Source: an optimization exercise on an open RTL-to-GDS flow (aim: small area, a short achievable clock period and few clock cycles per item). Production flows keep margins and buffers that such runs may drop.
Where RTL was checked, it was by simulation tests only, not by an equivalence proof against the original.
For runs 2 to 5, only the layout was checked, not whether the RTL still works.
Power figures rest on the tool's default switching activity, not on a simulated workload.

===== run.sh =====
#!/bin/bash
# synth_recipe.tcl (not shown) runs the flow's synth.tcl, then flattens the netlist and writes it again
# the make line also repeats each setting of config.mk as NAME=value (left out here)
make -C /OpenROAD-flow-scripts/flow DESIGN_CONFIG=/design/flow/config.mk WORK_HOME=/design/flow/orfs CLKGATE_MAP_FILE= SYNTH_SCRIPT=/design/flow/synth_recipe.tcl finish

===== config.mk =====
export PLATFORM = sky130hd
export DESIGN_NAME = sprite_line_engine
export DESIGN_NICKNAME = sprite_line_engine
export VERILOG_FILES = /design/flow/design.v
export SDC_FILE = /design/flow/constraint.sdc
export NUM_CORES = 4
export LEC_CHECK = 0
export CAP_MARGIN = 20
export CORE_MARGIN = 2
export CORE_UTILIZATION = 40
export PLACE_DENSITY = 0.6
export SLEW_MARGIN = 20

===== constraint.sdc =====
create_clock -name core_clock -period 10.0 [get_ports {clk}]
set_input_delay 2.0000 -clock core_clock [delete_from_list [all_inputs] [get_ports {clk}]]
set_output_delay 2.0000 -clock core_clock [all_outputs]
set_load 0.01 [all_outputs]

===== design.v =====
`default_nettype none
module sprite_attr_fetch (
  input  wire         clk,
  input  wire         rst_n,
  input  wire         line_start,
  input  wire  [7:0]  line_y,
  output logic        scan_done,
  output logic [7:0]  cur_y,
  output logic        param_en,
  output logic [7:0]  param_addr,
  input  wire  [31:0] param_data,
  input  wire         slot_empty,
  output logic        rec_w0_we,
  output logic        rec_w1_we,
  output logic [1:0]  rec_size,
  output logic [8:0]  rec_x,
  output logic [5:0]  rec_oy
);
  logic        rd_w0;
  logic        rd_w1;
  logic [6:0]  rd_idx;
  logic        w0q_v;
  logic [6:0]  w0q_idx;
  logic        w0q_en;
  logic [1:0]  w0q_size;
  logic [8:0]  w0q_x;
  logic [7:0]  w0q_y;
  logic [8:0]  oy_full;
  logic        covers;
  logic        dec_go;
  logic        dec_block;
  logic        last_addr;
  assign oy_full = {1'b0, cur_y} - {1'b0, w0q_y};
  always_comb begin
    case (w0q_size)
      2'd0:    covers = (oy_full[8:3] == 6'd0);
      2'd1:    covers = (oy_full[8:4] == 5'd0);
      2'd2:    covers = (oy_full[8:5] == 4'd0);
      default: covers = (oy_full[8:6] == 3'd0);
    endcase
    covers = covers && w0q_en && w0q_v;
  end
  assign dec_go    = covers && slot_empty;
  assign dec_block = covers && !slot_empty;
  assign last_addr = (param_addr[7:1] == 7'd127);
  assign rec_w0_we = dec_go;
  assign rec_w1_we = rd_w1;
  assign rec_size  = w0q_size;
  assign rec_x     = w0q_x;
  assign rec_oy    = oy_full[5:0];
  assign scan_done = !(param_en || rd_w0 || rd_w1 || w0q_v);
  always_ff @(posedge clk) begin
    if (!rst_n) begin
      param_en <= 1'b0;
      rd_w0    <= 1'b0;
      rd_w1    <= 1'b0;
      w0q_v    <= 1'b0;
    end else if (line_start) begin
      param_en   <= 1'b1;
      param_addr <= 8'd0;
      rd_w0      <= 1'b0;
      rd_w1      <= 1'b0;
      w0q_v      <= 1'b0;
      cur_y      <= line_y;
    end else begin
      rd_w1 <= param_en && param_addr[0];
      if (dec_go) begin
        param_en   <= 1'b1;
        param_addr <= {w0q_idx, 1'b1};
        rd_w0      <= 1'b0;
        w0q_v      <= 1'b0;
      end else if (dec_block) begin
        param_en <= 1'b0;
        rd_w0    <= 1'b0;
      end else begin
        rd_w0 <= param_en && !param_addr[0];
        w0q_v <= rd_w0;
        if (param_en) begin
          if (last_addr) begin
            param_en <= 1'b0;
          end else begin
            param_addr <= param_addr + (param_addr[0] ? 8'd1 : 8'd2);
          end
        end
      end
    end
  end
  always_ff @(posedge clk) begin
    rd_idx <= param_addr[7:1];
    if (!dec_block) begin
      w0q_idx  <= rd_idx;
      w0q_en   <= param_data[31];
      w0q_size <= param_data[25:24];
      w0q_x    <= param_data[16:8];
      w0q_y    <= param_data[7:0];
    end
  end
endmodule
`default_nettype wire
`default_nettype none
module sprite_attr_queue (
  input  wire         clk,
  input  wire         rst_n,
  input  wire         w0_we,
  input  wire         w1_we,
  input  wire  [1:0]  rec_size,
  input  wire  [8:0]  rec_x,
  input  wire  [5:0]  rec_oy,
  input  wire  [31:0] param_data,
  output logic        slot_empty,
  output logic        q_full,
  output logic [1:0]  q_size,
  output logic [8:0]  q_x,
  output logic [5:0]  q_oy,
  output logic [3:0]  q_tile_bank,
  output logic [5:0]  q_tile_idx,
  output logic        q_pal_mode,
  output logic [1:0]  q_pal_bank,
  output logic [3:0]  q_pal_no,
  input  wire         q_pop
);
  logic filling;
  assign slot_empty = !(filling || q_full);
  always_ff @(posedge clk) begin
    if (!rst_n) begin
      filling <= 1'b0;
      q_full  <= 1'b0;
    end else begin
      if (w0_we) begin
        filling <= 1'b1;
      end else if (w1_we) begin
        filling <= 1'b0;
      end
      if (w1_we) begin
        q_full <= 1'b1;
      end else if (q_pop) begin
        q_full <= 1'b0;
      end
    end
  end
  always_ff @(posedge clk) begin
    if (w0_we) begin
      q_size <= rec_size;
      q_x    <= rec_x;
      q_oy   <= rec_oy;
    end
    if (w1_we) begin
      q_tile_bank <= param_data[31:28];
      q_tile_idx  <= param_data[21:16];
      q_pal_mode  <= param_data[6];
      q_pal_bank  <= param_data[5:4];
      q_pal_no    <= param_data[3:0];
    end
  end
endmodule
`default_nettype wire
`default_nettype none
module sprite_pixel_pipe (
  input  wire         clk,
  input  wire         rst_n,
  input  wire  [7:0]  cur_y,
  input  wire         q_full,
  input  wire  [1:0]  q_size,
  input  wire  [8:0]  q_x,
  input  wire  [5:0]  q_oy,
  input  wire  [3:0]  q_tile_bank,
  input  wire  [5:0]  q_tile_idx,
  input  wire         q_pal_mode,
  input  wire  [1:0]  q_pal_bank,
  input  wire  [3:0]  q_pal_no,
  output logic        q_pop,
  output logic        busy,
  output logic        tile_en,
  output logic [15:0] tile_addr,
  input  wire  [7:0]  tile_data,
  output logic        pal_en,
  output logic [9:0]  pal_addr,
  input  wire  [31:0] pal_data,
  output logic        line_bank,
  output logic        line_re,
  output logic [8:0]  line_raddr,
  input  wire  [31:0] line_rdata,
  output logic        line_we,
  output logic [8:0]  line_waddr,
  output logic [31:0] line_wdata
);
  logic [5:0]  rem;
  logic [8:0]  cur_x;
  logic [1:0]  cur_size;
  logic [6:0]  cur_pal;
  logic [8:0]  cur_last;
  logic [8:0]  gap;
  logic        conflict;
  logic [5:0]  tile_base;
  logic        v1, v3, v4, v5;
  logic        f0, f1, f5;
  logic        f2, f3, f4;
  logic [6:0]  p1;
  logic [31:0] src;
  logic [31:0] dst;
  logic [7:0]  lo_q [3];
  logic [11:0] hi_q [3];
  logic [7:0]  alpha_q;
  assign line_bank = cur_y[0];
  assign line_re   = pal_en;
  assign busy      = tile_en || v1 || pal_en || v3 || v4 || v5;
  assign cur_last = cur_x + {1'b0, 8'((8'd8 << cur_size) - 8'd1)};
  assign gap      = cur_last - q_x;
  assign conflict = (gap[8:2] == 7'd0) && (tile_en || v1 || pal_en || v3);
  assign q_pop    = (rem == 6'd0) && q_full && !conflict;
  assign tile_base = q_tile_idx + 6'(q_oy[5:3] << q_size);
  always_ff @(posedge clk) begin
    if (!rst_n) begin
      rem     <= '0;
      tile_en <= 1'b0;
      v1      <= 1'b0;
      pal_en  <= 1'b0;
      v3      <= 1'b0;
      v4      <= 1'b0;
      v5      <= 1'b0;
      line_we <= 1'b0;
    end else begin
      if (rem != 6'd0) begin
        rem     <= rem - 6'd1;
        tile_en <= 1'b1;
      end else if (q_pop) begin
        rem     <= 6'((8'd8 << q_size) - 8'd1);
        tile_en <= 1'b1;
      end else begin
        tile_en <= 1'b0;
      end
      v1      <= tile_en;
      pal_en  <= v1;
      v3      <= pal_en;
      v4      <= v3;
      v5      <= v4;
      line_we <= v5;
    end
  end
  always_ff @(posedge clk) begin
    if (rem != 6'd0) begin
      tile_addr[2:0]  <= tile_addr[2:0] + 3'd1;
      tile_addr[11:6] <= tile_addr[11:6] + 6'(tile_addr[2:0] == 3'd7);
    end else if (q_pop) begin
      tile_addr <= {q_tile_bank, tile_base, q_oy[2:0], 3'd0};
      cur_x     <= q_x;
      cur_size  <= q_size;
      cur_pal   <= {q_pal_mode, q_pal_bank, q_pal_no};
    end
    f0 <= (rem == 6'd0) && q_pop;
    f1 <= f0;
    f2 <= f1;
    f3 <= f2;
    f4 <= f3;
    f5 <= f4;
    p1 <= cur_pal;
    pal_addr   <= {p1[5:4], p1[6] ? {p1[3:0], tile_data[3:0]} : tile_data};
    line_raddr <= f1 ? cur_x : line_raddr + 9'd1;
    line_waddr <= f5 ? cur_x : line_waddr + 9'd1;
    src <= pal_data;
    dst <= line_rdata;
  end
  logic [7:0] a;
  logic       a_edge;
  assign a      = src[31:24];
  assign a_edge = (a == 8'h00) || (a == 8'hff);
  always_ff @(posedge clk) begin
    for (int c = 0; c < 3; c++) begin
      logic [7:0]  s;
      logic [7:0]  d;
      logic [11:0] lo;
      logic [11:0] hi;
      s  = src[8*c +: 8];
      d  = dst[8*c +: 8];
      lo = 12'(a[0] ? s : d) + 12'((a[1] ? s : d) << 1) + 12'((a[2] ? s : d) << 2)
         + 12'((a[3] ? s : d) << 3) + 12'(a_edge ? (a[0] ? s : d) : 8'd0);
      hi = 12'(a[4] ? s : d) + 12'((a[5] ? s : d) << 1) + 12'((a[6] ? s : d) << 2)
         + 12'((a[7] ? s : d) << 3);
      lo_q[c] <= lo[11:4];
      hi_q[c] <= hi;
    end
    if (a == 8'hff) begin
      alpha_q <= 8'hff;
    end else if (a == 8'h00) begin
      alpha_q <= dst[31:24];
    end else begin
      alpha_q <= 8'(({1'b0, dst[31:24]} + {1'b0, a}) >> 1);
    end
  end
  always_ff @(posedge clk) begin
    for (int c = 0; c < 3; c++) begin
      logic [11:0] sum;
      sum = 12'(lo_q[c]) + hi_q[c];
      line_wdata[8*c +: 8] <= sum[11:4];
    end
    line_wdata[31:24] <= alpha_q;
  end
endmodule
`default_nettype wire
`default_nettype none
module sprite_line_engine #(
  parameter int SPRITE_COUNT = 128
) (
  input  wire         clk,
  input  wire         rst_n,
  input  wire         line_start,
  input  wire  [7:0]  line_y,
  output logic        line_busy,
  output logic        param_en,
  output logic [7:0]  param_addr,
  input  wire  [31:0] param_data,
  output logic        tile_en,
  output logic [15:0] tile_addr,
  input  wire  [7:0]  tile_data,
  output logic        pal_en,
  output logic [9:0]  pal_addr,
  input  wire  [31:0] pal_data,
  output logic        line_bank,
  output logic        line_re,
  output logic [8:0]  line_raddr,
  input  wire  [31:0] line_rdata,
  output logic        line_we,
  output logic [8:0]  line_waddr,
  output logic [31:0] line_wdata
);
  logic        start_ok;
  logic        scan_done;
  logic        pipe_busy;
  logic [7:0]  cur_y;
  logic        slot_empty;
  logic        rec_w0_we;
  logic        rec_w1_we;
  logic [1:0]  rec_size;
  logic [8:0]  rec_x;
  logic [5:0]  rec_oy;
  logic        q_full;
  logic [1:0]  q_size;
  logic [8:0]  q_x;
  logic [5:0]  q_oy;
  logic [3:0]  q_tile_bank;
  logic [5:0]  q_tile_idx;
  logic        q_pal_mode;
  logic [1:0]  q_pal_bank;
  logic [3:0]  q_pal_no;
  logic        q_pop;
  assign start_ok = line_start && !line_busy;
  always_ff @(posedge clk) begin
    if (!rst_n) begin
      line_busy <= 1'b0;
    end else if (start_ok) begin
      line_busy <= 1'b1;
    end else if (scan_done && slot_empty && !pipe_busy) begin
      line_busy <= 1'b0;
    end
  end
  sprite_attr_fetch u_fetch (
    .clk        (clk),
    .rst_n      (rst_n),
    .line_start (start_ok),
    .line_y     (line_y),
    .scan_done  (scan_done),
    .cur_y      (cur_y),
    .param_en   (param_en),
    .param_addr (param_addr),
    .param_data (param_data),
    .slot_empty (slot_empty),
    .rec_w0_we  (rec_w0_we),
    .rec_w1_we  (rec_w1_we),
    .rec_size   (rec_size),
    .rec_x      (rec_x),
    .rec_oy     (rec_oy)
  );
  sprite_attr_queue u_queue (
    .clk         (clk),
    .rst_n       (rst_n),
    .w0_we       (rec_w0_we),
    .w1_we       (rec_w1_we),
    .rec_size    (rec_size),
    .rec_x       (rec_x),
    .rec_oy      (rec_oy),
    .param_data  (param_data),
    .slot_empty  (slot_empty),
    .q_full      (q_full),
    .q_size      (q_size),
    .q_x         (q_x),
    .q_oy        (q_oy),
    .q_tile_bank (q_tile_bank),
    .q_tile_idx  (q_tile_idx),
    .q_pal_mode  (q_pal_mode),
    .q_pal_bank  (q_pal_bank),
    .q_pal_no    (q_pal_no),
    .q_pop       (q_pop)
  );
  sprite_pixel_pipe u_pipe (
    .clk         (clk),
    .rst_n       (rst_n),
    .cur_y       (cur_y),
    .q_full      (q_full),
    .q_size      (q_size),
    .q_x         (q_x),
    .q_oy        (q_oy),
    .q_tile_bank (q_tile_bank),
    .q_tile_idx  (q_tile_idx),
    .q_pal_mode  (q_pal_mode),
    .q_pal_bank  (q_pal_bank),
    .q_pal_no    (q_pal_no),
    .q_pop       (q_pop),
    .busy        (pipe_busy),
    .tile_en     (tile_en),
    .tile_addr   (tile_addr),
    .tile_data   (tile_data),
    .pal_en      (pal_en),
    .pal_addr    (pal_addr),
    .pal_data    (pal_data),
    .line_bank   (line_bank),
    .line_re     (line_re),
    .line_raddr  (line_raddr),
    .line_rdata  (line_rdata),
    .line_we     (line_we),
    .line_waddr  (line_waddr),
    .line_wdata  (line_wdata)
  );
endmodule
`default_nettype wire

==> impl_results.md, run 1 <==
* Status: complete, no violations
* Worst setup margin at approximately 4900 ps
* Chip width at approximately 220 um
* Worst-Skew Late Latency at between 500 and 600 ps
* Die ar. at just under 50000 um2
* H-tree Lvls at 2
* Die Y at 221 um
* Critical path class: reg -> reg
* Total gr overflow at 0
* Ys async rst share at 0%
* Synth top area cells: dfxtp_1, edfxtp_1, ha_1
* I/O Buffers at between 200 and 250
* CTS sink count at between 300 and 400
* Worst slew pin tran at approximately 1100 ps
* Min-delay worst type: reg -> reg
* Post-CTS setup buffer count at 0
* Area Overhead vs Synth at 21.5%
* Max-slew headroom at just under 30%
* Syn avg cell area at 11.2 um2
* Final std cells w/o fill at roughly 2500
* Setup Viol. Count Final at 0
* Distinct cells, synth at 66
* CTS max path bufs at 3
* Fin nets at ~2300
* RSZ-0062 raised after global routing: false
* Routability cong. at 0.779
* FF+latch count, synth at 343
* P per Cell Area at ~240 nW/um2
* Initial drt markers at approximately 470
* Initial Util at about two fifths
* Vias in the first global route at between 10000 and 15000
* Hold slack at 323 ps
* Post-synth EDFFs at 111
* Site Rows at slightly below 80
* Largest net degree at the start of global routing at 29
* Synth Instances at roughly 1700
* # hold bufs at CTS at 0
* Post_cts resized at 0
* DP HPWL at approximately 30000 um
* Initial antenna violation count at 1
* Max FO, Critical Path at 28
* WL/cell at 16.2 um
* Final wirelength at approximately 40000 um
* Dominant synthesized flop cell: dfxtp_1
* Cell taking the most area after synthesis: dfxtp_1
* DP Worst Slack at between 4000 and 5000 ps
* Yosys warns at 6
* Post-synthesis cell area at 18800 um2
* Arrival time worst endpoint at around 5500 ps
* Leak pwr at ~0.0096 uW
* Max_cap viols at 0
* DR DRC count at 0
* Max incr delay on CP at 530 ps
* Reg clk slew, reported paths at around 60 ps
* GRT Util Overall at between 10% and 20%
* Post-Syn Nets at 2036
* Root buffer cell: clkbuf_16
* First-pass GRT wire length at around 67000 um
* Critical path's slowest cell: fa_1
* Routed Antenna Nets at 0
* TritonRoute pass-1 iters at 4
* Sequential element share of the synthesized area at between 40 and 50%
* I/O Pins at 206
* Vias at approximately 13000
* Layout cells sized above 1 at approximately an eighth
* Crit-path cells: buf_4, mux2_2, ha_1, inv_1, fa_1, nor2b_1, o21ai_0, a21boi_0, o21ai_0, nand2b_1, xor2_1, fa_1, inv_1, fa_1, inv_1, ha_1, o21a_1, o21a_1, o41a_1, or4_1, o311ai_0
* Yosys top cell area share at between 20% and 30%
* Crit end category: flip-flop
* Vias per std cell at around 5.0
* Inst Count DP at around 2500
* Setup TNS Final at 0 ps
* Fin crit share at approximately half
* Count of pins over their slew limit at 0
* Final Hold Viols at 0
* Fmax at roughly 200 MHz
* Data required, critical path at ~10000 ps
* Final min period at around 5000 ps
* CP top delay family: adder cells
* Core box area at 46600 um2
* CTS Buf Count at 40
* Clk_skew at 23.1 ps
* CTS tree: built
* Worst path bufs/invs at 4
* CP Launch Type: flip-flop
* Fill count at 4185
* Peak VDD IR at around 210 uV
[worst register-to-register path, stage by stage (launching register included)]
cell and delay (ps):
dfxtp_1 300, buf_4 380, mux2_2 410, ha_1 230
inv_1 70, fa_1 200, nor2b_1 60, o21ai_0 230
a21boi_0 160, o21ai_0 190, nand2b_1 110, xor2_1 170
fa_1 520, inv_1 60, fa_1 530, inv_1 40
ha_1 300, o21a_1 140, o21a_1 170, o41a_1 160
or4_1 430, o311ai_0 120
[cell families after synthesis]
logic type	Yosys count	synth area share, %
simple gates	306	7.83
xor+xnor	121	5.63
mux	203	11.8
compound gates	269	9.31
buf+inv	187	3.77
flops	343	42.4
fa+ha+maj	246	19.3
[cells in the final DEF (no fill, tap or decap), types with 54 or more instances in the layout]
cell type        instances
a21oi_1                 78
clkdlybuf4s50_1        201
dfxtp_1                232
edfxtp_1               111
fa_1                    75
ha_1                   171
inv_1                  148
mux2_2                 149
mux2i_1                 54
nand2_1                 80
nor2_1                  85
o21ai_0                 68
xnor2_1                 81
[final cells by class]
cell class,instances,area (um2),area share (%)
flip-flops and latches,343,7980,34.9
multi-input cells,1145,10200,44.4
clock inverters,22,255,1.12
diodes,1,2.50,0.0109
inverters,148,556,2.43
well taps,607,759,3.32
clock buffers,52,1090,4.75
repair buffers,211,2090,9.12
[sequential cells by signal (all words and copies together) (netlist names), 6 cells and up]
signal and flops:
u_pipe.cur_x 9, u_pipe.hi_q 36, u_pipe.alpha_q 8, u_pipe.src 32, u_fetch.w0q_x 9, u_fetch.param_addr 8, u_queue.q_oy 6, u_pipe.line_wdata 32
u_pipe.pal_addr 10, u_pipe.rem 6, u_pipe.lo_q 24, u_pipe.line_raddr 9, u_pipe.tile_addr 16, u_fetch.rd_idx 7, u_fetch.cur_y 8, u_pipe.p1 7
u_pipe.cur_pal 7, u_pipe.line_waddr 9, u_fetch.w0q_idx 7, u_pipe.dst 32, u_fetch.w0q_y 8, u_queue.q_tile_idx 6, u_queue.q_x 9
[synthesized netlist by cell type, drive strengths merged (6+ instances only)]
master	number
buf	17
xnor2	81
mux2	149
nand2	80
xor2	40
nand3	20
fa	75
o211ai	7
a211oi	14
clkbuf	22
edfxtp	111
and3	8
and2	23
ha	171
o21a	12
mux2i	54
nor2	86
nor4	9
a21oi	78
a21o	29
a21boi	9
o21ai	70
dfxtp	232
o311ai	6
nor3	24
nand2b	8
inv	148
o21bai	8
or3	7
nor2b	19
[metal layers]
| layer | GRT usage, % | vias to the layer above | wire (um) |
|---|---|---|---|
| li1 | - | 6316 | - |
| met1 | 22.7 | 6030 | 19700 |
| met2 | 27.2 | 196 | 18800 |
| met3 | 3.49 | 54 | 1670 |
| met4 | 4.72 | 0 | 909 |
| met5 | 0 | - | 0 |
[power by group]
| part | switching [uW] | total [uW] | leakage [uW] | internal, uW |
|---|---|---|---|---|
| combinational | 1030 | 2050 | 0.00590 | 1020 |
| sequential | 173 | 1940 | 0.00301 | 1760 |
| clock | 608 | 1470 | 0.000641 | 858 |
[worst paths after layout]
path / from / slack (ps) / cells after the start / endpoint
setup / recovery: u_pipe.src[24]$_DFF_P_ / 4910 / 21 / u_pipe.lo_q[2][6]$_DFF_P_
hold reg to reg: u_pipe.alpha_q[6]$_SDFF_PP1_ / 320 / 0 / u_pipe.line_wdata[30]$_DFF_P_
hold / removal: u_pipe.alpha_q[6]$_SDFF_PP1_ / 320 / 0 / u_pipe.line_wdata[30]$_DFF_P_
setup reg to reg: u_pipe.src[24]$_DFF_P_ / 4910 / 21 / u_pipe.lo_q[2][6]$_DFF_P_
[metrics by stage]
| stage | cell area [um2] | util (%) | power [uW] |
|---|---|---|---|
| global placement | 21500 | 46.3 | 3980 |
| floorplan | 18800 | - | 3360 |
| CTS | 22900 | 49.1 | 5550 |
| global route | 22900 | 49.1 | 5880 |
| detailed placement | 21500 | 46.3 | 4040 |
| finish | 22900 | 49.1 | 5450 |
Testbench counts, summed over its fixed seeds: cycles 571,793, lines 768.
==> run 2: changes to the inputs <==
--- a/design.v
+++ b/design.v
@@ -19,16 +19,15 @@
   logic        rd_w0;
   logic        rd_w1;
-  logic [6:0]  rd_idx;
+  logic        paused;
   logic        w0q_v;
-  logic [6:0]  w0q_idx;
   logic        w0q_en;
   logic [1:0]  w0q_size;
   logic [8:0]  w0q_x;
   logic [7:0]  w0q_y;
+  logic [6:0]  w0q_idx;
   logic [8:0]  oy_full;
   logic        covers;
   logic        dec_go;
   logic        dec_block;
-  logic        last_addr;
   assign oy_full = {1'b0, cur_y} - {1'b0, w0q_y};
   always_comb begin
@@ -41,7 +40,7 @@
     covers = covers && w0q_en && w0q_v;
   end
+  assign w0q_idx   = param_addr[7:1] - 7'd2;
   assign dec_go    = covers && slot_empty;
   assign dec_block = covers && !slot_empty;
-  assign last_addr = (param_addr[7:1] == 7'd127);
   assign rec_w0_we = dec_go;
   assign rec_w1_we = rd_w1;
@@ -49,21 +48,19 @@
   assign rec_x     = w0q_x;
   assign rec_oy    = oy_full[5:0];
-  assign scan_done = !(param_en || rd_w0 || rd_w1 || w0q_v);
+  assign scan_done = !(param_en || rd_w0 || rd_w1 || w0q_v || paused);
   always_ff @(posedge clk) begin
     if (!rst_n) begin
-      param_en <= 1'b0;
-      rd_w0    <= 1'b0;
-      rd_w1    <= 1'b0;
-      w0q_v    <= 1'b0;
-    end else if (line_start) begin
-      param_en   <= 1'b1;
+      param_en   <= 1'b0;
       param_addr <= 8'd0;
       rd_w0      <= 1'b0;
       rd_w1      <= 1'b0;
       w0q_v      <= 1'b0;
-      cur_y      <= line_y;
+      paused     <= 1'b0;
     end else begin
       rd_w1 <= param_en && param_addr[0];
-      if (dec_go) begin
+      if (line_start) begin
+        param_en   <= 1'b1;
+        param_addr <= 8'd0;
+      end else if (dec_go) begin
         param_en   <= 1'b1;
         param_addr <= {w0q_idx, 1'b1};
@@ -71,15 +68,20 @@
         w0q_v      <= 1'b0;
       end else if (dec_block) begin
-        param_en <= 1'b0;
-        rd_w0    <= 1'b0;
+        param_en   <= 1'b0;
+        param_addr <= {w0q_idx, 1'b0};
+        paused     <= 1'b1;
+        rd_w0      <= 1'b0;
+        w0q_v      <= 1'b0;
+      end else if (paused) begin
+        if (slot_empty) begin
+          param_en <= 1'b1;
+          paused   <= 1'b0;
+        end
       end else begin
-        rd_w0 <= param_en && !param_addr[0];
-        w0q_v <= rd_w0;
-        if (param_en) begin
-          if (last_addr) begin
-            param_en <= 1'b0;
-          end else begin
-            param_addr <= param_addr + (param_addr[0] ? 8'd1 : 8'd2);
-          end
+        rd_w0      <= param_en && !param_addr[0];
+        w0q_v      <= rd_w0;
+        param_addr <= param_addr + (param_addr[0] ? 8'd1 : 8'd2);
+        if (param_en && param_addr[7:1] == 7'd127) begin
+          param_en <= 1'b0;
         end
       end
@@ -87,12 +89,11 @@
   end
   always_ff @(posedge clk) begin
-    rd_idx <= param_addr[7:1];
-    if (!dec_block) begin
-      w0q_idx  <= rd_idx;
-      w0q_en   <= param_data[31];
-      w0q_size <= param_data[25:24];
-      w0q_x    <= param_data[16:8];
-      w0q_y    <= param_data[7:0];
+    if (line_start) begin
+      cur_y <= line_y;
     end
+    w0q_en   <= param_data[31];
+    w0q_size <= param_data[25:24];
+    w0q_x    <= param_data[16:8];
+    w0q_y    <= param_data[7:0];
   end
 endmodule
@@ -110,4 +111,5 @@
   output logic        slot_empty,
   output logic        q_full,
+  output logic        q_conf,
   output logic [1:0]  q_size,
   output logic [8:0]  q_x,
@@ -120,6 +122,10 @@
   input  wire         q_pop
 );
-  logic filling;
+  logic       filling;
+  logic [8:0] prev_last;
+  logic [8:0] gap;
   assign slot_empty = !(filling || q_full);
+  assign prev_last = q_x + {1'b0, 8'((8'd8 << q_size) - 8'd1)};
+  assign gap       = prev_last - rec_x;
   always_ff @(posedge clk) begin
     if (!rst_n) begin
@@ -141,4 +147,5 @@
   always_ff @(posedge clk) begin
     if (w0_we) begin
+      q_conf <= (gap[8:2] == 7'd0);
       q_size <= rec_size;
       q_x    <= rec_x;
@@ -161,4 +168,5 @@
   input  wire  [7:0]  cur_y,
   input  wire         q_full,
+  input  wire         q_conf,
   input  wire  [1:0]  q_size,
   input  wire  [8:0]  q_x,
@@ -187,26 +195,17 @@
   logic [5:0]  rem;
   logic [8:0]  cur_x;
-  logic [1:0]  cur_size;
-  logic [6:0]  cur_pal;
-  logic [8:0]  cur_last;
-  logic [8:0]  gap;
-  logic        conflict;
   logic [5:0]  tile_base;
   logic        v1, v3, v4, v5;
-  logic        f0, f1, f5;
-  logic        f2, f3, f4;
+  logic        f0, f1, f2, f3, f4, f5;
   logic [6:0]  p1;
   logic [31:0] src;
   logic [31:0] dst;
-  logic [7:0]  lo_q [3];
-  logic [11:0] hi_q [3];
+  logic [15:0] cs_s [3];
+  logic [15:0] cs_c [3];
   logic [7:0]  alpha_q;
   assign line_bank = cur_y[0];
   assign line_re   = pal_en;
   assign busy      = tile_en || v1 || pal_en || v3 || v4 || v5;
-  assign cur_last = cur_x + {1'b0, 8'((8'd8 << cur_size) - 8'd1)};
-  assign gap      = cur_last - q_x;
-  assign conflict = (gap[8:2] == 7'd0) && (tile_en || v1 || pal_en || v3);
-  assign q_pop    = (rem == 6'd0) && q_full && !conflict;
+  assign q_pop = (rem == 6'd0) && q_full && !(q_conf && (tile_en || v1 || pal_en || v3));
   assign tile_base = q_tile_idx + 6'(q_oy[5:3] << q_size);
   always_ff @(posedge clk) begin
@@ -245,6 +244,4 @@
       tile_addr <= {q_tile_bank, tile_base, q_oy[2:0], 3'd0};
       cur_x     <= q_x;
-      cur_size  <= q_size;
-      cur_pal   <= {q_pal_mode, q_pal_bank, q_pal_no};
     end
     f0 <= (rem == 6'd0) && q_pop;
@@ -254,5 +251,7 @@
     f4 <= f3;
     f5 <= f4;
-    p1 <= cur_pal;
+    if (f0) begin
+      p1 <= {q_pal_mode, q_pal_bank, q_pal_no};
+    end
     pal_addr   <= {p1[5:4], p1[6] ? {p1[3:0], tile_data[3:0]} : tile_data};
     line_raddr <= f1 ? cur_x : line_raddr + 9'd1;
@@ -261,4 +260,11 @@
     dst <= line_rdata;
   end
+  function automatic logic [31:0] csa(logic [15:0] x, logic [15:0] y, logic [15:0] z);
+    logic [15:0] s;
+    logic [15:0] c;
+    s   = x ^ y ^ z;
+    c   = ((x & y) | (x & z) | (y & z)) << 1;
+    csa = {c, s};
+  endfunction
   logic [7:0] a;
   logic       a_edge;
@@ -269,14 +275,22 @@
       logic [7:0]  s;
       logic [7:0]  d;
-      logic [11:0] lo;
-      logic [11:0] hi;
-      s  = src[8*c +: 8];
-      d  = dst[8*c +: 8];
-      lo = 12'(a[0] ? s : d) + 12'((a[1] ? s : d) << 1) + 12'((a[2] ? s : d) << 2)
-         + 12'((a[3] ? s : d) << 3) + 12'(a_edge ? (a[0] ? s : d) : 8'd0);
-      hi = 12'(a[4] ? s : d) + 12'((a[5] ? s : d) << 1) + 12'((a[6] ? s : d) << 2)
-         + 12'((a[7] ? s : d) << 3);
-      lo_q[c] <= lo[11:4];
-      hi_q[c] <= hi;
+      logic [15:0] r [8];
+      logic [31:0] t0, t1, t2, t3, t4, t5;
+      s = src[8*c +: 8];
+      d = dst[8*c +: 8];
+      for (int j = 0; j < 8; j++) begin
+        r[j] = 16'(a[j] ? s : d) << j;
+      end
+      if (a_edge) begin
+        r[0] = r[0] << 1;
+      end
+      t0 = csa(r[0], r[1], r[2]);
+      t1 = csa(r[3], r[4], r[5]);
+      t2 = csa(t0[15:0], t0[31:16], t1[15:0]);
+      t3 = csa(t1[31:16], r[6], r[7]);
+      t4 = csa(t2[15:0], t2[31:16], t3[15:0]);
+      t5 = csa(t4[15:0], t4[31:16], t3[31:16]);
+      cs_s[c] <= t5[15:0];
+      cs_c[c] <= t5[31:16];
     end
     if (a == 8'hff) begin
@@ -290,7 +304,7 @@
   always_ff @(posedge clk) begin
     for (int c = 0; c < 3; c++) begin
-      logic [11:0] sum;
-      sum = 12'(lo_q[c]) + hi_q[c];
-      line_wdata[8*c +: 8] <= sum[11:4];
+      logic [15:0] sum;
+      sum = cs_s[c] + cs_c[c];
+      line_wdata[8*c +: 8] <= sum[15:8];
     end
     line_wdata[31:24] <= alpha_q;
@@ -335,4 +349,5 @@
   logic [5:0]  rec_oy;
   logic        q_full;
+  logic        q_conf;
   logic [1:0]  q_size;
   logic [8:0]  q_x;
@@ -382,4 +397,5 @@
     .slot_empty  (slot_empty),
     .q_full      (q_full),
+    .q_conf      (q_conf),
     .q_size      (q_size),
     .q_x         (q_x),
@@ -397,4 +413,5 @@
     .cur_y       (cur_y),
     .q_full      (q_full),
+    .q_conf      (q_conf),
     .q_size      (q_size),
     .q_x         (q_x),
==> impl_results.md, run 2 <==
* Status: complete, no violations (unchanged)
* Initial Util at 40.8% (was 40.5%)
* Reg with most FFs: u_pipe.cs_c (was u_pipe.hi_q)
* Fill count at 3715 (was 4185)
* Distinct cells, synth at 71 (was 66)
* Final min period at 4640 ps (was 5090 ps)
* Fin crit share at 46.4% (was 50.9%)
* Synth Instances at 1399 (was 1675)
* Post-Syn Nets at 1736 (was 2036)
* Vias at 10507 (was 12596)
* Sequential element share of the synthesized area at 43.3% (was 42.4%)
* Worst-Skew Late Latency at 570 ps (about the same)
* Cell taking the most area after synthesis: dfxtp_1 (unchanged)
* Max-slew headroom at 33.6% (was 29.8%)
* Data required, critical path at 10440 ps (was 10450 ps)
* H-tree Lvls at 2 (unchanged)
* Yosys top cell area share at 29.9% (was 24.7%)
* Peak VDD IR at 160 uV (was 209 uV)
* Yosys warns at 9 (was 6)
* Min-delay worst type: reg -> reg (unchanged)
* Post-route cell area at 20500 um2 (was 22900 um2)
* Final Util at 50.0% (was 49.1%)
* Clk_skew at 17.4 ps (was 23.1 ps)
* Vias in the first global route at 11226 (was 13031)
* GRT Util Overall at 16.9% (was 16.8%)
* Die Y at 209 um (was 221 um)
* CTS max path bufs at 3 (unchanged)
* TritonRoute pass-1 iters at 5 (was 4)
* Final Hold Viols at 0 (unchanged)
* Dominant synthesized flop cell: dfxtp_1 (unchanged)
* Worst slew pin tran at 994 ps (was 1050 ps)
* Total gr overflow at 0 (unchanged)
* Initial drt markers at 378 (was 474)
* Setup Viol. Count Final at 0 (unchanged)
* Routability cong. at 0.794 (was 0.779)
* Max FO, Critical Path at 28 (unchanged)
* I/O Pins at 206 (unchanged)
* Synth top area cells: dfxtp_1, fa_1, edfxtp_1 (was dfxtp_1, edfxtp_1, ha_1)
* Post-synth EDFFs at 75 (was 111)
* Most used cells in the layout excluding fill and tap cells: dfxtp_1, clkdlybuf4s50_1, inv_1 (was dfxtp_1, clkdlybuf4s50_1, ha_1)
* Largest net degree at the start of global routing at 29 (unchanged)
* Area Overhead vs Synth at 22.6% (was 21.5%)
* Routed Antenna Nets at 0 (unchanged)
* Fin nets at 1912 (was 2250)
* I/O Buffers at 201 (unchanged)
* Reg clk slew, reported paths at 60 ps (about the same)
* Top-count cell post-synth: dfxtp_1 (unchanged)
* CTS Buf Count at 38 (was 40)
* Max_cap viols at 0 (unchanged)
* Setup TNS Final at 0 ps (unchanged)
* Arrival time worst endpoint at 5080 ps (was 5540 ps)
* Layout cells sized above 1 at 10.5% (was 12.5%)
* Inst Count DP at 2067 (was 2454)
* P per Cell Area at 228 nW/um2 (was 238 nW/um2)
* CTS sink count at 325 (was 343)
* Post-synthesis cell area at 16800 um2 (was 18800 um2)
* Max reg flops at 33 (was 36)
* Most frequent cells after synthesis: dfxtp_1, inv_1, mux2i_1, fa_1, ha_1 (was dfxtp_1, ha_1, mux2_2, inv_1, edfxtp_1)
* DR DRC count at 0 (unchanged)
* First-pass GRT wire length at 58700 um (was 67000 um)
* WL/cell at 16.8 um (was 16.2 um)
* RSZ-0062 raised after global routing: false (unchanged)
* Leak pwr at 0.00874 uW (was 0.00955 uW)
* Root buffer cell: clkbuf_16 (unchanged)
* Critical path class: reg -> reg (unchanged)
* Post_cts resized at 0 (unchanged)
* Final std cells w/o fill at 2138 (was 2529)
* Initial antenna violation count at 3 (was 1)
* Count of pins over their slew limit at 0 (unchanged)
* Die ar. at 43500 um2 (was 48800 um2)
* Vias per std cell at 4.91 (was 4.98)
* CP Launch Type: flip-flop (unchanged)
* Syn avg cell area at 12.0 um2 (was 11.2 um2)
* DP HPWL at 25900 um (was 30200 um)
* Chip width at 209 um (was 221 um)
* Fmax at 215 MHz (was 196 MHz)
* Commonest non-fill, non-tap cell in the layout: dfxtp_1 (unchanged)
* # hold bufs at CTS at 0 (unchanged)
* Crit end category: flip-flop (unchanged)
* Site Rows at 74 (was 79)
* Core box area at 41100 um2 (was 46600 um2)
* Post-CTS setup buffer count at 0 (unchanged)
* CTS tree: built (unchanged)
* FF+latch count, synth at 325 (was 343)
* Dpl cell area at 19200 um2 (was 21500 um2)
* Ys async rst share at 0% (unchanged)
* Final wirelength at 35900 um (was 41000 um)
[run 2: cell count changes after synthesis, sizes merged, moves of 23 or more]
cell,previous run,this run
buf,17,41
a21oi,78,30
nor2,86,42
ha,171,99
xor2,40,17
mux2,149,52
o21ai,70,43
edfxtp,111,75
fa,75,123
mux2i,54,134
xnor2,81,40
[run 2: stage by stage]
stage	power [uW]	hold WS [ps]	worst slack, ps
6_report	4690	325	5360
5_1_grt	5050	335	5090
4_1_cts	4780	325	5300
3_5_place_dp	3290	312	5320
3_3_place_gp	3260	312	5400
2_1_floorplan	2770	310	6030
[run 2: worst paths after layout]
path / start / endpoint / slack, ps / depth (start not counted)
worst max-delay path: u_pipe.src[24]$_DFF_P_ / u_pipe.cs_s[0][7]$_DFF_P_ / 5360 / 11
worst min-delay path: u_pipe.alpha_q[3]$_SDFF_PN1_ / u_pipe.line_wdata[27]$_DFF_P_ / 320 / 0
worst max register to register: u_pipe.src[24]$_DFF_P_ / u_pipe.cs_s[0][7]$_DFF_P_ / 5360 / 11
worst min register to register: u_pipe.alpha_q[3]$_SDFF_PN1_ / u_pipe.line_wdata[27]$_DFF_P_ / 320 / 0
[run 2: kinds of logic (layout without fill, tap and decap cells)]
kind of cell	Yosys count	in the layout	synth area share [%]
flops	325	325	43.3
simple gates	231	231	7.23
fa+ha+maj	222	222	22.1
buf+inv	221	426	5.03
mux	204	204	13.9
compound gates	139	139	5.44
xor+xnor	57	57	2.98
other cells	0	2	0
[run 2: layer usage]
layer,GRT usage [%],vias to the layer above,wire length (um)
li1,-,5113,-
met3,4.51,51,2060
met5,0,-,26
met2,27.6,213,16800
met4,5.44,4,828
met1,21.9,5126,16200
[run 2: power breakdown]
group / leakage, uW / total [uW] / internal, uW / switching [uW]
logic: 0.00531 / 1470 / 743 / 728
clock network: 0.000641 / 1450 / 861 / 585
registers: 0.00279 / 1770 / 1630 / 143
total: 0.00874 / 4690 / 3230 / 1460
[run 2: area by class of cell]
| class | instances | area [um2] | share of cell area, % |
|---|---|---|---|
| timing repair buffer | 210 | 2080 | 10.1 |
| inverter | 147 | 552 | 2.69 |
| multi-input combinational | 853 | 8650 | 42.1 |
| clock buffer | 49 | 1050 | 5.12 |
| clock inverter | 20 | 267 | 1.30 |
| antenna | 2 | 5.00 | 0.0244 |
| tap | 532 | 666 | 3.24 |
| sequential | 325 | 7260 | 35.4 |
[run 2: critical path, cell delays in order (launching register included)]
cell and delay, ps:
dfxtp_2 950, nor4_1 180, nand2_1 230, and2_1 550, buf_4 330, mux4_2 320, inv_1 80, fa_1 430
fa_1 470, fa_1 490, inv_1 50, fa_1 420
==> run 3: changes to the inputs <==
==> flow/run.sh (new file) <==
#!/bin/bash
# Standard layout, with repair_timing asked for extra setup margin and the port buffers
# made with a plain buffer; each tool's output goes to flow_standard.log here.
set -euo pipefail
export SETUP_SLACK_MARGIN=6.6
export BUFFER_PORTS_ARGS="-buffer_cell sky130_fd_sc_hd__buf_2"
bash standard.sh > flow_standard.log 2>&1
==> standard.sh (new file) <==
#!/bin/bash
# synth_recipe.tcl (not shown) runs the flow's synth.tcl, then flattens the netlist and writes it again
# the make line also repeats each setting of config.mk as NAME=value (left out here)
make -C /OpenROAD-flow-scripts/flow DESIGN_CONFIG=/design/flow/config.mk WORK_HOME=/design/flow/orfs CLKGATE_MAP_FILE= SYNTH_SCRIPT=/design/flow/synth_recipe.tcl "${@:-finish}"
removed: run.sh
==> impl_results.md, run 3 <==
* I/O Pins at 206 (unchanged)
* Initial antenna violation count at 7 (was 3)
* CP Launch Type: flip-flop (unchanged)
* R2R cell count at 11 (unchanged)
* Most used routing layer: met2 (unchanged)
* Fin nets at 1945 (was 1912)
* Post-synthesis mux area share at 13.9% (unchanged)
* Final Util at 48.6% (was 50.0%)
* H-tree Lvls at 2 (unchanged)
* Vias per std cell at 4.97 (was 4.91)
* Arrival time worst endpoint at 3870 ps (was 5080 ps)
* WL/cell at 17.6 um (was 16.8 um)
* Leak pwr at 0.00894 uW (was 0.00874 uW)
* Vias at 10766 (was 10507)
* Die ar. at 43500 um2 (unchanged)
* DR DRC count at 0 (unchanged)
* Data required, critical path at 10400 ps (was 10440 ps)
* Max FO, Critical Path at 6 (was 28)
* DP HPWL at 25100 um (was 25900 um)
* Cell taking the most area after synthesis: dfxtp_1 (unchanged)
* Site Rows at 74 (unchanged)
* Fmax at 288 MHz (was 215 MHz)
* Fill count at 3711 (was 3715)
* CTS Buf Count at 38 (unchanged)
* FF+latch count, synth at 325 (unchanged)
* Post-Syn Nets at 1736 (unchanged)
* Area occupied by multi-input gates at 8790 um2 (was 8650 um2)
* Core box area at 41100 um2 (unchanged)
* Largest family of logic cells by synthesized area: adder cells (unchanged)
* Post-synthesis cell area at 16800 um2 (unchanged)
* Compound-Gate Fraction of Synth Area at 5.44% (unchanged)
* Reg with most FFs: u_pipe.cs_c (unchanged)
* Worst Hold Path EP: u_pipe.f4$_DFF_P_ (was u_pipe.line_wdata[27]$_DFF_P_)
* Total gr overflow at 0 (unchanged)
* Post-Synth XOR/XNOR Area at 2.98% (unchanged)
* Layout cells sized above 1 at 26.6% (was 10.5%)
* First-pass GRT wire length at 61000 um (was 58700 um)
* GR Util met1 at 22.9% (was 21.9%)
* Max reg flops at 33 (unchanged)
* Crit end category: flip-flop (unchanged)
* Reg2reg start: u_pipe.src[27]$_DFF_P_ (was u_pipe.src[24]$_DFF_P_)
* RSZ-0062 raised after global routing: true (was false)
* Yosys warns at 9 (unchanged)
* Routability cong. at 0.791 (was 0.794)
* Critical path class: reg -> reg (unchanged)
* Top-count cell post-synth: dfxtp_1 (unchanged)
* Setup Viol. Count Final at 0 (unchanged)
* Synth Instances at 1399 (unchanged)
* GRT Util Overall at 17.8% (was 16.9%)
* Most used cells in the layout excluding fill and tap cells: dfxtp_1, buf_2, inv_1 (was dfxtp_1, clkdlybuf4s50_1, inv_1)
* Ys async rst share at 0% (unchanged)
* Max-slew headroom at 49.1% (was 33.6%)
* Vias in the first global route at 11382 (was 11226)
* Setup TNS Final at 0 ps (unchanged)
* Synth top area cells: dfxtp_1, fa_1, edfxtp_1 (unchanged)
* Largest net degree at the start of global routing at 21 (was 29)
* Worst-Skew Late Latency at 550 ps (was 570 ps)
* R2r endpoint: u_pipe.cs_s[0][7]$_DFF_P_ (unchanged)
* Peak VDD IR at 180 uV (was 160 uV)
* Reg area at 7290 um2 (was 7260 um2)
* Distinct cells, synth at 71 (unchanged)
* Fin crit share at 34.7% (was 46.4%)
* Routed Antenna Nets at 0 (unchanged)
* Comb power frac at 31.6% (was 31.4%)
* CP Launch Point: u_pipe.src[27]$_DFF_P_ (was u_pipe.src[24]$_DFF_P_)
* R2R setup slack at 6530 ps (was 5360 ps)
* Synth Area in Simple Gates at 7.23% (unchanged)
* Syn avg cell area at 12.0 um2 (unchanged)
* Area Overhead vs Synth at 19.2% (was 22.6%)
* Initial Util at 40.8% (unchanged)
* TritonRoute pass-1 iters at 5 (unchanged)
* Min-delay worst type: reg -> reg (unchanged)
* Most frequent cells after synthesis: dfxtp_1, inv_1, mux2i_1, fa_1, ha_1 (unchanged)
* Adder-cell share of the synthesized area at 22.1% (unchanged)
* Hold slack at 324 ps (was 325 ps)
* Yosys top cell area share at 29.9% (unchanged)
* Switching Power at 1430 uW (was 1460 uW)
* Die Y at 209 um (unchanged)
* P per Cell Area at 225 nW/um2 (was 228 nW/um2)
* Met3 Use GR at 4.25% (was 4.51%)
* Worst hold stages at 0 (unchanged)
* Met2 global-route usage at 29.7% (was 27.6%)
* Initial drt markers at 515 (was 378)
* Internal at 3070 uW (was 3230 uW)
* Max_cap viols at 0 (unchanged)
* I/O Buffers at 201 (unchanged)
* Worst slew pin tran at 758 ps (was 994 ps)
* Root buffer cell: clkbuf_16 (unchanged)
* Dominant synthesized flop cell: dfxtp_1 (unchanged)
* Flop pwr share at 39.2% (was 37.8%)
* CTS tree: built (unchanged)
* Total power draw at 4500 uW (was 4690 uW)
* CTS sink count at 325 (unchanged)
* Count of pins over their slew limit at 0 (unchanged)
* Post-synth EDFFs at 75 (unchanged)
* Sequential element share of the synthesized area at 43.3% (unchanged)
* Switching Share at 31.7% (was 31.1%)
* Reg clk slew, reported paths at 60 ps (about the same)
* CTS max path bufs at 3 (unchanged)
* Antenna Cells at 0 (was 2)
* Commonest non-fill, non-tap cell in the layout: dfxtp_1 (unchanged)
* Final Hold Viols at 0 (unchanged)
* Status: complete, no violations (unchanged)
* Final min period at 3470 ps (was 4640 ps)
* Chip width at 209 um (unchanged)
* Worst Min Path Start: u_pipe.f3$_DFF_P_ (was u_pipe.alpha_q[3]$_SDFF_PN1_)
* Clk_skew at 27.2 ps (was 17.4 ps)
* Clock power share at 29.2% (was 30.8%)
* Final wirelength at 38100 um (was 35900 um)
-- run 3: cell counts after synthesis --
No cell type changed its count.
-- run 3: final cells by class --
class | count | area share, %
Timing Repair Buffer | 240 | 7.43
Clock inverter | 9 | 0.445
Multi-Input combinational cell | 856 | 44.1
Sequential cell | 325 | 36.5
Clock buffer | 57 | 5.47
Tap cell | 532 | 3.33
Inverter | 147 | 2.76
-- run 3: power groups by stage --
stage	clock network (uW)	logic, uW	registers [uW]
after global placement	0	1360	1800
final	1310	1420	1760
after CTS	1360	1440	1760
after detailed placement	0	1380	1810
after floorplan	0	989	1790
after global routing	1400	1660	1790
-- run 3: layer usage --
layer  part of all wire [%]  vias up
li1                       -     5186
met1                     45     5276
met4                    2.3       12
met5                   0.21        -
met3                    5.4       64
met2                     47      228
-- run 3: worst max-delay path by stage --
stage	to	slack (ps)	cells past startpoint
6_report	u_pipe.cs_s[0][7]$_DFF_P_	6530	11
5_1_grt	u_pipe.cs_s[2][7]$_DFF_P_	6420	10
4_1_cts	u_pipe.cs_s[2][7]$_DFF_P_	6510	10
3_5_place_dp	u_pipe.cs_s[2][7]$_DFF_P_	5560	10
3_3_place_gp	u_pipe.cs_s[2][7]$_DFF_P_	5640	10
2_1_floorplan	u_pipe.cs_s[2][7]$_DFF_P_	6350	14
-- run 3: stage by stage --
step | area (um2) | instances | setup slack, ps
global placement | 18200 | 2062 | 5640
global route | 20000 | 2166 | 6420
finish | 20000 | 2166 | 6530
floorplan | 16900 | 1399 | 6350
detailed placement | 18200 | 2062 | 5560
CTS | 19900 | 2159 | 6510
-- run 3: kinds of logic (layout without fill, tap and decap cells) --
kind of cell             count (synthesis)  after routing
flip-flops                             325            325
AO/OA/AOI/OAI                          139            139
XOR/XNOR                                57             57
AND/OR/NAND/NOR                        231            234
multiplexers                           204            204
adder cells (fa/ha/maj)                222            222
buffers and inverters                  221            453
-- run 3: timing repair --
item | 4_1_cts | 5_1_grt
resized for setup | 20 | 8
hold buffers | 0 | 0
hold endpoints to repair | 0 | 0
setup buffers | 28 | 5
cloned | 3 | 1
pin swaps | 13 | 14
endpoints found under the setup margin | 45 | 23
-- run 3: critical path, cell delays in order (launching register included) --
cell     delay (ps)
dfxtp_4         360
buf_12          110
nand4_1          80
or2_4           280
and2_4          220
mux4_2          310
inv_2            70
fa_1            450
fa_2            550
fa_1            400
inv_1            80
fa_2            420
==> run 4: changes to the inputs <==
--- a/design.v
+++ b/design.v
@@ -268,7 +268,13 @@
   endfunction
   logic [7:0] a;
+  logic       a_zero;
+  logic       a_full;
   logic       a_edge;
   assign a      = src[31:24];
-  assign a_edge = (a == 8'h00) || (a == 8'hff);
+  assign a_edge = a_zero || a_full;
+  always_ff @(posedge clk) begin
+    a_zero <= (pal_data[31:24] == 8'h00);
+    a_full <= (pal_data[31:24] == 8'hff);
+  end
   always_ff @(posedge clk) begin
     for (int c = 0; c < 3; c++) begin
@@ -285,8 +291,8 @@
         r[0] = r[0] << 1;
       end
-      t0 = csa(r[0], r[1], r[2]);
-      t1 = csa(r[3], r[4], r[5]);
+      t0 = csa(r[1], r[2], r[3]);
+      t1 = csa(r[4], r[5], r[6]);
       t2 = csa(t0[15:0], t0[31:16], t1[15:0]);
-      t3 = csa(t1[31:16], r[6], r[7]);
+      t3 = csa(t1[31:16], r[7], r[0]);
       t4 = csa(t2[15:0], t2[31:16], t3[15:0]);
       t5 = csa(t4[15:0], t4[31:16], t3[31:16]);
@@ -294,7 +300,7 @@
       cs_c[c] <= t5[31:16];
     end
-    if (a == 8'hff) begin
+    if (a_full) begin
       alpha_q <= 8'hff;
-    end else if (a == 8'h00) begin
+    end else if (a_zero) begin
       alpha_q <= dst[31:24];
     end else begin
--- a/flow/run.sh
+++ b/flow/run.sh
@@ -3,5 +3,5 @@
 # made with a plain buffer; each tool's output goes to flow_standard.log here.
 set -euo pipefail
-export SETUP_SLACK_MARGIN=6.6
+export SETUP_SLACK_MARGIN=6.9
 export BUFFER_PORTS_ARGS="-buffer_cell sky130_fd_sc_hd__buf_2"
 bash standard.sh > flow_standard.log 2>&1
==> impl_results.md, run 4 <==
* # hold bufs at CTS at 0 (unchanged)
* I/O Pins at 206 (unchanged)
* DP HPWL at 27700 um (was 25100 um)
* CTS max path bufs at 3 (unchanged)
* Area Overhead vs Synth at 24.6% (was 19.2%)
* Reg with most FFs: u_pipe.cs_c (unchanged)
* Worst slew pin tran at 1020 ps (was 758 ps)
* Post-Syn Nets at 1839 (was 1736)
* Root buffer cell: clkbuf_16 (unchanged)
* Vias per std cell at 4.99 (was 4.97)
* Routed Antenna Nets at 0 (unchanged)
* Post-synth EDFFs at 75 (unchanged)
* Synth Instances at 1476 (was 1399)
* R2R setup slack at 6770 ps (was 6530 ps)
* Die Y at 214 um (was 209 um)
* R2r endpoint: u_queue.q_x[8]$_DFFE_PP_ (was u_pipe.cs_s[0][7]$_DFF_P_)
* TritonRoute pass-1 iters at 5 (unchanged)
* Top-count cell post-synth: dfxtp_1 (unchanged)
* R2R cell count at 12 (was 11)
* CTS sink count at 339 (was 325)
* Leak pwr at 0.00976 uW (was 0.00894 uW)
* Total gr overflow at 0 (unchanged)
* Crit end category: flip-flop (unchanged)
* Worst-Skew Late Latency at 560 ps (was 550 ps)
* Cell taking the most area after synthesis: dfxtp_1 (unchanged)
* Syn avg cell area at 11.9 um2 (was 12.0 um2)
* Most frequent cells after synthesis: dfxtp_1, inv_1, ha_1, fa_1, mux2_2 (was dfxtp_1, inv_1, mux2i_1, fa_1, ha_1)
* CP Launch Type: flip-flop (unchanged)
* I/O Buffers at 201 (unchanged)
* Reg clk slew, reported paths at 60 ps (about the same)
* Initial Util at 40.7% (was 40.8%)
* Max FO, Critical Path at 18 (was 6)
* Chip width at 214 um (was 209 um)
* Switching Share at 31.5% (was 31.7%)
* Fin nets at 2120 (was 1945)
* Internal at 3380 uW (was 3070 uW)
* Commonest non-fill, non-tap cell in the layout: dfxtp_1 (unchanged)
* Initial antenna violation count at 4 (was 7)
* Yosys top cell area share at 30.0% (was 29.9%)
* Worst hold stages at 0 (unchanged)
* Final wirelength at 41000 um (was 38100 um)
* Met2 global-route usage at 28.9% (was 29.7%)
* DR DRC count at 0 (unchanged)
* Fin crit share at 32.3% (was 34.7%)
* Critical path class: reg -> reg (unchanged)
* Max_cap viols at 0 (unchanged)
* CTS Buf Count at 39 (was 38)
* Reg2reg start: u_fetch.cur_y[0]$_DFFE_PP_ (was u_pipe.src[27]$_DFF_P_)
* Most used routing layer: met2 (unchanged)
* Comb power frac at 32.6% (was 31.6%)
* Switching Power at 1560 uW (was 1430 uW)
* First-pass GRT wire length at 63600 um (was 61000 um)
* Die ar. at 45700 um2 (was 43500 um2)
* Min-delay worst type: reg -> reg (unchanged)
* Site Rows at 76 (was 74)
* GRT Util Overall at 18.0% (was 17.8%)
* Status: complete, no violations (unchanged)
* Routability cong. at 0.801 (was 0.791)
* Max-slew headroom at 31.7% (was 49.1%)
* Flop pwr share at 38.0% (was 39.2%)
* Total power draw at 4940 uW (was 4500 uW)
* Arrival time worst endpoint at 3480 ps (was 3870 ps)
* Layout cells sized above 1 at 32.9% (was 26.6%)
* Distinct cells, synth at 67 (was 71)
* WL/cell at 17.3 um (was 17.6 um)
* Sequential element share of the synthesized area at 42.8% (was 43.3%)
* CTS tree: built (unchanged)
* Data required, critical path at 10250 ps (was 10400 ps)
* Worst Hold Path EP: u_pipe.f3$_DFF_P_ (was u_pipe.f4$_DFF_P_)
* Peak VDD IR at 156 uV (was 180 uV)
* Yosys warns at 9 (unchanged)
* Ys async rst share at 0% (unchanged)
* GR Util met1 at 24.2% (was 22.9%)
* H-tree Lvls at 2 (unchanged)
* Largest net degree at the start of global routing at 29 (was 21)
* Max reg flops at 39 (was 33)
* Dominant synthesized flop cell: dfxtp_1 (unchanged)
* Vias in the first global route at 12158 (was 11382)
* FF+latch count, synth at 339 (was 325)
* Setup TNS Final at 0 ps (unchanged)
* Synth top area cells: dfxtp_1, fa_1, edfxtp_1 (unchanged)
* Final min period at 3230 ps (was 3470 ps)
* Initial drt markers at 557 (was 515)
* Core box area at 43300 um2 (was 41100 um2)
* Fmax at 309 MHz (was 288 MHz)
* Worst Min Path Start: u_pipe.f2$_DFF_P_ (was u_pipe.f3$_DFF_P_)
* P per Cell Area at 225 nW/um2 (about the same)
* Clk_skew at 16.9 ps (was 27.2 ps)
* Post-synthesis cell area at 17600 um2 (was 16800 um2)
* Final Util at 50.7% (was 48.6%)
* RSZ-0062 raised after global routing: true (unchanged)
* Count of pins over their slew limit at 0 (unchanged)
* Largest regs: u_pipe.cs_c: 39 flops, u_pipe.cs_s: 36 flops
* Clock power share at 29.3% (was 29.2%)
* Setup Viol. Count Final at 0 (unchanged)
* Met3 Use GR at 4.01% (was 4.25%)
* Vias at 11837 (was 10766)
* Final Hold Viols at 0 (unchanged)
* Most used cells in the layout excluding fill and tap cells: dfxtp_1, buf_2, inv_1 (unchanged)
## run 4: changes by cell type after synthesis, moves of 13 or more
cell,delta
mux2_2,+65
mux2i_1,-63
ha_1,+32
inv_1,+26
buf_1,-19
nor2_1,+19
dfxtp_1,+14
xnor2_1,-13
## run 4: per-stage QoR
| stage | instance area (um2) | setup slack [ps] | hold WS [ps] | std cells |
|---|---|---|---|---|
| floorplan | 17700 | 6860 | 310 | 1476 |
| global placement | 19200 | 6500 | 311 | 2221 |
| detailed placement | 19200 | 6440 | 313 | 2221 |
| CTS | 21500 | 6760 | 327 | 2346 |
| global route | 21900 | 6660 | 338 | 2373 |
| finish | 21900 | 6770 | 324 | 2374 |
## run 4: how the worst max path moves through the flow
stage / start / end / slack [ps] / depth (start not counted)
finish: u_fetch.cur_y[0]$_DFFE_PP_ / u_queue.q_x[8]$_DFFE_PP_ / 6770 / 12
global route: u_fetch.cur_y[0]$_DFFE_PP_ / u_queue.q_x[8]$_DFFE_PP_ / 6660 / 12
CTS: u_fetch.cur_y[0]$_DFFE_PP_ / u_queue.q_x[8]$_DFFE_PP_ / 6760 / 12
detailed placement: u_fetch.cur_y[0]$_DFFE_PP_ / u_queue.q_x[8]$_DFFE_PP_ / 6440 / 11
global placement: u_fetch.cur_y[0]$_DFFE_PP_ / u_queue.q_x[8]$_DFFE_PP_ / 6500 / 11
floorplan: u_fetch.cur_y[0]$_DFFE_PP_ / u_queue.q_conf$_DFFE_PP_ / 6860 / 11
## run 4: power by group through the flow
| stage | Clock (uW) | Sequential, uW | Combinational [uW] |
|---|---|---|---|
| 6_report | 1450 | 1880 | 1610 |
| 5_1_grt | 1550 | 1910 | 1870 |
| 4_1_cts | 1500 | 1880 | 1600 |
| 3_5_place_dp | 0 | 1910 | 1500 |
| 3_3_place_gp | 0 | 1900 | 1470 |
| 2_1_floorplan | 0 | 1910 | 1050 |
## run 4: cell type report
type,count,area (um2)
fill,3840,21300
multi-input combinational,915,9530
sequential,339,7630
timing repair buffer,289,2070
clock buffer,56,1150
tap,585,732
inverter,173,653
clock inverter,16,180
antenna,1,2.50
## run 4: layer usage
metal | wire length [um] | vias up
met1 | 18600 | 5803
li1 | - | 5654
met2 | 19000 | 315
met4 | 937 | 8
met3 | 2430 | 57
met5 | 55 | -
## run 4: worst max-delay path, cell delays in order (launching register included)
cell and delay [ps]:
edfxtp_1 400, inv_1 80, ha_2 190, inv_2 40
fa_2 340, a211o_1 320, a2111oi_4 360, a311oi_4 70
or4_4 590, nor3_4 170, nand2_2 100, clkinvlp_4 100
buf_12 160
## run 4: cell families after synthesis
| logic type | share of synthesized area (%) |
|---|---|
| and+or+nand+nor | 7.32 |
| xor gates and xnor gates | 2.49 |
| buffers and inverters | 4.78 |
| adders and majority gates | 22.7 |
| DFF | 42.8 |
| muxes | 13.8 |
| AOI/OAI and AO/OA | 6.13 |
## run 4: what timing repair did
action	CTS	global route
endpoints found under the setup margin	97	77
resized for setup	79	63
setup buffers	47	27
cloned	6	0
pin swaps	8	30
==> run 5: changes to the inputs <==
--- a/flow/run.sh
+++ b/flow/run.sh
@@ -4,4 +4,4 @@
 set -euo pipefail
 export SETUP_SLACK_MARGIN=6.9
-export BUFFER_PORTS_ARGS="-buffer_cell sky130_fd_sc_hd__buf_2"
+export BUFFER_PORTS_ARGS="-buffer_cell sky130_fd_sc_hd__buf_1"
 bash standard.sh > flow_standard.log 2>&1
--- a/config.mk
+++ b/config.mk
@@ -8,5 +8,5 @@
 export CAP_MARGIN = 20
 export CORE_MARGIN = 2
-export CORE_UTILIZATION = 40
-export PLACE_DENSITY = 0.6
+export CORE_UTILIZATION = 60
+export PLACE_DENSITY = 0.7
 export SLEW_MARGIN = 20
==> impl_results.md, run 5 <==
* Status: complete, no violations (unchanged)
* Worst Hold Path EP: u_pipe.line_wdata[27]$_DFF_P_ (was u_pipe.f3$_DFF_P_)
* Layout cells sized above 1 at 21.1% (was 32.9%)
* Syn avg cell area at 11.9 um2 (unchanged)
* Initial antenna violation count at 3 (was 4)
* CTS Buf Count at 37 (was 39)
* Crit end category: primary output (was flip-flop)
* Fmax at 316 MHz (was 309 MHz)
* Reg with most FFs: u_pipe.cs_c (unchanged)
* Sequential element share of the synthesized area at 42.8% (unchanged)
* WL/cell at 17.1 um (was 17.3 um)
* First-pass GRT wire length at 58700 um (was 63600 um)
* Final Hold Viols at 0 (unchanged)
* Reg clk slew, reported paths at 60 ps (about the same)
* Count of pins over their slew limit at 0 (unchanged)
* R2R setup slack at 6870 ps (was 6770 ps)
* Initial Util at 61.2% (was 40.7%)
* Worst Min Path Start: u_pipe.alpha_q[3]$_SDFF_PP1_ (was u_pipe.f2$_DFF_P_)
* Commonest non-fill, non-tap cell in the layout: dfxtp_1 (unchanged)
* Worst hold stages at 0 (unchanged)
* Post-synthesis cell area at 17600 um2 (unchanged)
* Synth Instances at 1476 (unchanged)
* Core box area at 28800 um2 (was 43300 um2)
* Peak VDD IR at 231 uV (was 156 uV)
* Setup Viol. Count Final at 0 (unchanged)
* Final wirelength at 36800 um (was 41000 um)
* Post-Syn Nets at 1839 (unchanged)
* Distinct cells, synth at 67 (unchanged)
* Max_cap viols at 0 (unchanged)
* R2r endpoint: u_queue.q_x[1]$_DFFE_PP_ (was u_queue.q_x[8]$_DFFE_PP_)
* Setup TNS Final at 0 ps (unchanged)
* Total gr overflow at 0 (unchanged)
* CTS sink count at 339 (unchanged)
* Initial drt markers at 582 (was 557)
* Die Y at 175 um (was 214 um)
* FF+latch count, synth at 339 (unchanged)
* CTS max path bufs at 3 (unchanged)
* Top-count cell post-synth: dfxtp_1 (unchanged)
* Most used cells in the layout excluding fill and tap cells: dfxtp_1, buf_1, inv_1 (was dfxtp_1, buf_2, inv_1)
* CP Launch Type: flip-flop (unchanged)
* H-tree Lvls at 2 (unchanged)
* Fill count at 2019 (was 3840)
* Largest net degree at the start of global routing at 29 (unchanged)
* Root buffer cell: clkbuf_16 (unchanged)
* Max FO, Critical Path at 2 (was 18)
* Leak pwr at 0.00903 uW (was 0.00976 uW)
* R2R cell count at 12 (unchanged)
* TritonRoute pass-1 iters at 5 (unchanged)
* Final Util at 73.1% (was 50.7%)
* Die ar. at 30700 um2 (was 45700 um2)
* RSZ-0062 raised after global routing: true (unchanged)
* Yosys top cell area share at 30.0% (unchanged)
* Routability cong. at 0.819 (was 0.801)
* Synth top area cells: dfxtp_1, fa_1, edfxtp_1 (unchanged)
* P per Cell Area at 230 nW/um2 (was 225 nW/um2)
* Critical path class: reg -> out (was reg -> reg)
* Vias per std cell at 5.44 (was 4.99)
* Area Overhead vs Synth at 19.5% (was 24.6%)
* Max reg flops at 39 (unchanged)
* Cell taking the most area after synthesis: dfxtp_1 (unchanged)
* Chip width at 175 um (was 214 um)
* Min-delay worst type: reg -> reg (unchanged)
* Vias at 11673 (was 11837)
* I/O Pins at 206 (unchanged)
* Total power draw at 4830 uW (was 4940 uW)
* Arrival time worst endpoint at 1160 ps (was 3480 ps)
* Yosys warns at 9 (unchanged)
* Dominant synthesized flop cell: dfxtp_1 (unchanged)
* Worst-Skew Late Latency at 530 ps (was 560 ps)
* Clk_skew at 18.2 ps (was 16.9 ps)
* Routed Antenna Nets at 0 (unchanged)
* Data required, critical path at 8000 ps (was 10250 ps)
* DP HPWL at 24200 um (was 27700 um)
* Vias in the first global route at 11797 (was 12158)
* Post-synth EDFFs at 75 (unchanged)
* # hold bufs at CTS at 0 (unchanged)
* Fin nets at 2096 (was 2120)
* Site Rows at 62 (was 76)
* Ys async rst share at 0% (unchanged)
* Fin crit share at 31.6% (was 32.3%)
* Worst slew pin tran at 1000 ps (was 1020 ps)
* Reg2reg start: u_fetch.cur_y[0]$_DFFE_PP_ (unchanged)
* I/O Buffers at 201 (unchanged)
* Final min period at 3160 ps (was 3230 ps)
* DR DRC count at 0 (unchanged)
* Largest regs: u_pipe.cs_c: 39 flops, u_pipe.cs_s: 36 flops (unchanged)
* Most frequent cells after synthesis: dfxtp_1, inv_1, ha_1, fa_1, mux2_2 (unchanged)
* GRT Util Overall at 24.0% (was 18.0%)
* CTS tree: built (unchanged)
* Max-slew headroom at 32.9% (was 31.7%)
run 5: cell counts after synthesis:
No cell type changed its count.
run 5: logic make-up after synthesis:
kind of cell / after synthesis / synth area share (%)
xor gates and xnor gates: 50 / 2.49
AOI/OAI and AO/OA: 162 / 6.13
buffers and inverters: 222 / 4.78
and+or+nand+nor: 248 / 7.32
DFF: 339 / 42.8
muxes: 206 / 13.8
adders and majority gates: 249 / 22.7
run 5: critical path, cell delays in order (launching register included):
cell,delay (ps)
edfxtp_1,380
buf_4,140
buf_1,110
run 5: metrics by stage:
stage          cell area, um2  hold WS, ps  instances  worst slack, ps
6_report                21000          326       2146             6840
4_1_cts                 20700          327       2135             6830
3_5_place_dp            18700          313       2019             6330
3_3_place_gp            18700          310       2019             6370
2_1_floorplan           17700          310       1476             6860
5_1_grt                 21000          329       2145             6730
run 5: power by group:
part | leakage [uW] | internal [uW] | switching, uW | total [uW]
Sequential | 0.00291 | 1720 | 155 | 1880
Clock | 0.000616 | 846 | 552 | 1400
Combinational | 0.00550 | 723 | 832 | 1550
run 5: per-layer routing:
layer	up-vias	global-route usage, %	routed length (um)
li1	5610	-	-
met1	5673	32.2	16000
met2	321	39.7	17500
met3	65	5.30	2410
met4	4	6.67	775
met5	-	0	30
run 5: worst max path at each step:
stage                                 end  slack, ps                  startpoint
3_3_place_gp   u_fetch.w0q_v$_SDFFE_PN0P_       6370                       rst_n
6_report                        line_bank       6840  u_fetch.cur_y[0]$_DFFE_PP_
3_5_place_dp   u_fetch.w0q_v$_SDFFE_PN0P_       6330                       rst_n
5_1_grt        u_fetch.w0q_v$_SDFFE_PN0P_       6730  u_fetch.cur_y[1]$_DFFE_PP_
2_1_floorplan    u_queue.q_conf$_DFFE_PP_       6860  u_fetch.cur_y[0]$_DFFE_PP_
4_1_cts          u_queue.q_x[6]$_DFFE_PP_       6830  u_fetch.cur_y[0]$_DFFE_PP_
run 5: area by class of cell:
type / instances / area [um2] / share of cell area, %
clock inverter: 21 / 256 / 1.22
timing repair buffer: 267 / 1580 / 7.50
multi-input combinational: 915 / 9470 / 45.0
tap: 384 / 480 / 2.28
inverter: 173 / 653 / 3.10
clock buffer: 46 / 1000 / 4.75
antenna: 1 / 2.50 / 0.0119
sequential: 339 / 7600 / 36.1
run 5: what timing repair did:
action	in CTS	in global routing
pin swaps	6	26
gates cloned	6	0
gates resized for setup	60	84
setup buffers	43	10
setup endpoints to repair	72	78

[what the ideal ports hide]
The flow's constraints put no driver on any port. The routed layouts listed below were extracted and timed again, unchanged, in two steps.
Step 1, drivers: a clkbuf_16 drives clk and a buf_2 each remaining input, both assumed.
Step 2, shift: input delay + t, output delay - t, t = (earliest + latest rising clock arrival at the registers) / 2. This alone moves slack from input paths to output paths.
Three values: ideal ports, drivers, drivers and shift; two values: the first two.
run	t, ns	setup WS [ns]	hold WS [ns]	cell pins on the clock port's net
run 1	0.621	4.909 / 4.909 / 4.909	0.323 / 0.323 / 0.323	1
run 2	0.611	5.355 / 5.355 / 5.355	0.325 / 0.325 / 0.325	1
run 3	0.588	6.530 / 6.530 / 6.530	0.324 / 0.324 / 0.324	1
run 4	0.606	6.767 / 6.729 / 6.633	0.324 / 0.324 / 0.324	1
run 5	0.572	6.837 / 6.788 / 6.615	0.326 / 0.326 / 0.326	1
After both steps every run listed still meets setup and hold. The setup slack of run 5, which loses most, moves by -0.049 ns with the drivers and by -0.222 ns with both steps.
